What follows belongs to an exercise in optimizing a design on an open flow for small area, a short achievable clock period and few clock cycles; a production flow would make more cautious choices. Power figures rest on the tool's default switching activity, not on a simulated workload.

==> flow/design.v <==
package hart_mem_pkg;
    typedef logic [32-1:0] word_t;
    typedef logic [4-1:0] byte_mask_t;
    typedef enum logic [1:0] {
        LS_BYTE = 2'd0,
        LS_HALF = 2'd1,
        LS_WORD = 2'd2
    } ls_size_e;
    typedef enum logic [1:0] {
        OWN_NONE   = 2'd0,
        OWN_ICACHE = 2'd1,
        OWN_DCACHE = 2'd2
    } bus_owner_e;
endpackage
`timescale 1ns/1ps
module addr_sel_ls (
    input  logic i_read,
    input  logic i_write,
    input  logic i_turn,
    output logic o_sel
);
    assign o_sel = (i_read || i_write) && i_turn;
endmodule
module addr_sel_fetch (
    input  logic i_read,
    input  logic i_write,
    input  logic i_turn,
    output logic o_sel
);
    assign o_sel = !((i_read || i_write) && i_turn);
endmodule
module addr_mux (
    input  logic [29:0] i_ls,
    input  logic [29:0] i_fetch,
    input  logic        i_sel_ls,
    input  logic        i_sel_fetch,
    output logic [29:0] o_addr
);
    assign o_addr = (i_ls & {30{i_sel_ls}}) | (i_fetch & {30{i_sel_fetch}});
endmodule
`timescale 1ns/1ps
module ld_sign (
    input  logic [3:0] i_sel,     
    input  logic [3:0] i_tops,    
    output logic       o_sign
);
    assign o_sign = |(i_sel & i_tops);
endmodule
`timescale 1ns/1ps
module hart_mem_sys (
    input  logic                   i_clk,
    input  logic                   i_rst_n,
    input  logic [31:0]            i_fetch_addr,
    output logic [31:0]            o_fetch_inst,
    output logic                   o_fetch_busy,
    input  logic                   i_ls_read,
    input  logic                   i_ls_write,
    input  logic [31:0]            i_ls_addr,
    input  logic [31:0]            i_ls_wdata,
    input  logic [1:0]             i_ls_size,
    input  logic                   i_ls_unsigned,
    output logic [31:0]            o_ls_rdata,
    output logic                   o_ls_trap,
    output logic                   o_ls_busy,
    output logic                   o_mem_ren,
    output logic                   o_mem_wen,
    output logic [31:0]            o_mem_addr,
    output logic [31:0]            o_mem_wdata,
    input  logic [31:0]            i_mem_rdata,
    input  logic                   i_mem_valid,
    input  logic                   i_mem_ready
);
    typedef enum logic [1:0] {
        RD_NONE  = 2'd0,
        RD_FETCH = 2'd1,
        RD_LOAD  = 2'd2,
        RD_STORE = 2'd3
    } rd_e;
    rd_e        rd_q, rd_d;
    logic [1:0] off_q;
    logic [1:0] size_q;
    logic       uns_q;
    always_ff @(posedge i_clk) begin
        if (!i_rst_n) rd_q <= RD_NONE;
        else          rd_q <= rd_d;
        off_q  <= i_ls_addr[1:0];
        size_q <= i_ls_size;
        uns_q  <= i_ls_unsigned;
    end
    logic rd_none, rd_f, rd_l, rd_s;
    logic is_byte, is_half, is_word, mis_q;
    assign rd_none = (rd_q == RD_NONE);
    assign rd_f    = (rd_q == RD_FETCH);
    assign rd_l    = (rd_q == RD_LOAD);
    assign rd_s    = (rd_q == RD_STORE);
    assign is_byte = (size_q == 2'd0);
    assign is_half = (size_q == 2'd1);
    assign is_word = size_q[1];
    assign mis_q   = (is_half && off_q[0]) || (is_word && (off_q != 2'b00));
    logic ls_turn_q, ls_turn_d;
    logic ls_sel, word_store, ls_done;
    always_ff @(posedge i_clk) begin
        if (!i_rst_n) ls_turn_q <= 1'b1;
        else          ls_turn_q <= ls_turn_d;
    end
    assign word_store = i_ls_write && i_ls_size[1] && (i_ls_addr[1:0] == 2'b00);
    logic sel_fetch;
    addr_sel_ls u_sel_ls (
        .i_read(i_ls_read), .i_write(i_ls_write), .i_turn(ls_turn_q), .o_sel(ls_sel)
    );
    addr_sel_fetch u_sel_fetch (
        .i_read(i_ls_read), .i_write(i_ls_write), .i_turn(ls_turn_q), .o_sel(sel_fetch)
    );
    assign o_mem_wen  = i_mem_ready && ((rd_none && ls_turn_q && word_store) ||
                                        (rd_s && i_mem_valid && !mis_q));
    assign o_mem_ren  = i_mem_ready && ((rd_none && !(ls_turn_q && word_store)) ||
                                        (rd_l && i_mem_valid));
    addr_mux u_addr_mux (
        .i_ls(i_ls_addr[31:2]), .i_fetch(i_fetch_addr[31:2]),
        .i_sel_ls(ls_sel), .i_sel_fetch(sel_fetch), .o_addr(o_mem_addr[31:2])
    );
    assign o_mem_addr[1:0] = 2'b00;
    assign ls_done = (i_ls_read || i_ls_write) && !o_ls_busy;
    always_comb begin
        rd_d = rd_q;
        if (i_mem_valid) rd_d = RD_NONE;
        if (o_mem_ren) begin
            if (!ls_sel)         rd_d = RD_FETCH;
            else if (i_ls_write) rd_d = RD_STORE;
            else                 rd_d = RD_LOAD;
        end
        ls_turn_d = ls_turn_q;
        if (ls_done || (o_mem_ren && ls_sel && i_ls_read)) ls_turn_d = 1'b0;
        if (!o_fetch_busy) ls_turn_d = 1'b1;
    end
    assign o_fetch_inst = i_mem_rdata;
    assign o_fetch_busy = !(rd_f && i_mem_valid);
    assign o_ls_busy = !(o_mem_wen || ((rd_l || (rd_s && mis_q)) && i_mem_valid));
    assign o_ls_trap = mis_q && rd_q[1];
    logic [3:0] mask, sel_old, sel_own, sel_lo, sel_hi;
    always_comb begin
        if (is_byte)      mask = 4'b0001 << off_q;
        else if (is_half) mask = off_q[1] ? 4'b1100 : 4'b0011;
        else              mask = 4'b1111;
    end
    always_comb begin
        sel_old = 4'b0000;
        sel_own = 4'b1111;
        sel_lo  = 4'b0000;
        sel_hi  = 4'b0000;
        if (rd_s) begin
            sel_old = ~mask;
            sel_own = mask & (is_half ? 4'b0011 : 4'b0001);
            sel_lo  = mask & (is_half ? 4'b0100 : 4'b1110);
            sel_hi  = mask & (is_half ? 4'b1000 : 4'b0000);
        end
    end
    always_comb begin
        for (int k = 0; k < 4; k++) begin
            o_mem_wdata[8*k +: 8] = ({8{sel_old[k]}} & i_mem_rdata[8*k +: 8]) |
                                    ({8{sel_own[k]}} & i_ls_wdata[8*k +: 8]) |
                                    ({8{sel_lo[k]}}  & i_ls_wdata[7:0]) |
                                    ({8{sel_hi[k]}}  & i_ls_wdata[15:8]);
        end
    end
    logic [3:0] lo_sel, sign_b_sel, sign_h_sel;
    logic       sign_b, sign_bh;
    assign lo_sel     = 4'b0001 << off_q;
    assign sign_b_sel = (uns_q || !is_byte) ? 4'b0000 : lo_sel;
    assign sign_h_sel = (uns_q || !is_half) ? 4'b0000 : (off_q[1] ? 4'b1000 : 4'b0010);
    logic [3:0] tops;
    assign tops = {i_mem_rdata[31], i_mem_rdata[23], i_mem_rdata[15], i_mem_rdata[7]};
    ld_sign u_sign_b  (.i_sel(sign_b_sel), .i_tops(tops), .o_sign(sign_b));
    ld_sign u_sign_bh (.i_sel(sign_b_sel | sign_h_sel), .i_tops(tops), .o_sign(sign_bh));
    always_comb begin
        o_ls_rdata[7:0]   = ({8{lo_sel[0]}} & i_mem_rdata[7:0]) |
                            ({8{lo_sel[1]}} & i_mem_rdata[15:8]) |
                            ({8{lo_sel[2]}} & i_mem_rdata[23:16]) |
                            ({8{lo_sel[3]}} & i_mem_rdata[31:24]);
        o_ls_rdata[15:8]  = ({8{!is_byte && !off_q[1]}} & i_mem_rdata[15:8]) |
                            ({8{!is_byte &&  off_q[1]}} & i_mem_rdata[31:24]) |
                            {8{sign_b}};
        o_ls_rdata[31:16] = ({16{is_word}} & i_mem_rdata[31:16]) | {16{sign_bh}};
    end
endmodule
clock: 6.0 ns
lec_check: 0
abc_area: 1
cap_margin: 20
core_margin: 2
core_utilization: 25
cts_buf_list: sky130_fd_sc_hd__clkbuf_2
place_density: 0.8
setup_slack_margin: 2.6
slew_margin: 20
synth_hierarchical: 1
synth_minimum_keep_size: 0
standard.sh (not shown) runs the stock make flow with config.mk's settings and CLKGATE_MAP_FILE= SYNTH_SCRIPT=/design/flow/synth_recipe.tcl, a recipe that flattens the netlist after the stock synthesis.
==> flow/flow/run.sh <==
#!/bin/bash
set -euo pipefail
export BUFFER_PORTS_ARGS="-buffer_cell sky130_fd_sc_hd__buf_1"
bash standard.sh MATCH_CELL_FOOTPRINT=0 finish > standard_flow.log 2>&1
Rerun with:
Settings changed: SETUP_SLACK_MARGIN 2.6 to 2.5.
Cell count goes down slightly.
Power goes down by a few percent.
Die area stays the same.
Synthesized area does not change.
Via count goes down by a few percent.
Worst setup slack degrades by 0.019 ns.
Critical path depth goes down by 2.
Non-clock buffer count goes down by 6.
Design area goes down by a few percent.
Routed wire length goes down slightly.
Function was not checked in any run of this note: the RTL went through the layout flow alone.

port drivers added, routing unchanged:
Ports are ideal in the flow. The routed layouts listed here were re-timed in OpenROAD. Step 1 sets driving cells, clkbuf_16 on the clock port and buf_2 on the other inputs (assumed; they add their load-dependent delay and slew). Step 2 adds t to the input delays and takes it off the output delays; t is the mean of the earliest and latest rising clock arrival at the registers after step 1. Input paths then give back, and output paths get back, about the clock's delay inside the block. Slacks: ideal / step 1 / step 2; pairs: ideal / step 1.
run	shift t [ns]	setup slack, ns	slew at the worst register clock pin (ns)	worst data-port slew with drivers (ns)	cell pins on the clock port's net
the first run	0.253	2.627 / 2.586 / 2.586	0.08 / 0.08	0.07	1
the second run	0.254	2.608 / 2.578 / 2.578	0.08 / 0.08	0.07	1
After both steps every run listed still meets setup and hold. The setup slack of the first run, which loses most, moves by -0.041 ns with the drivers and by -0.041 ns with both steps.
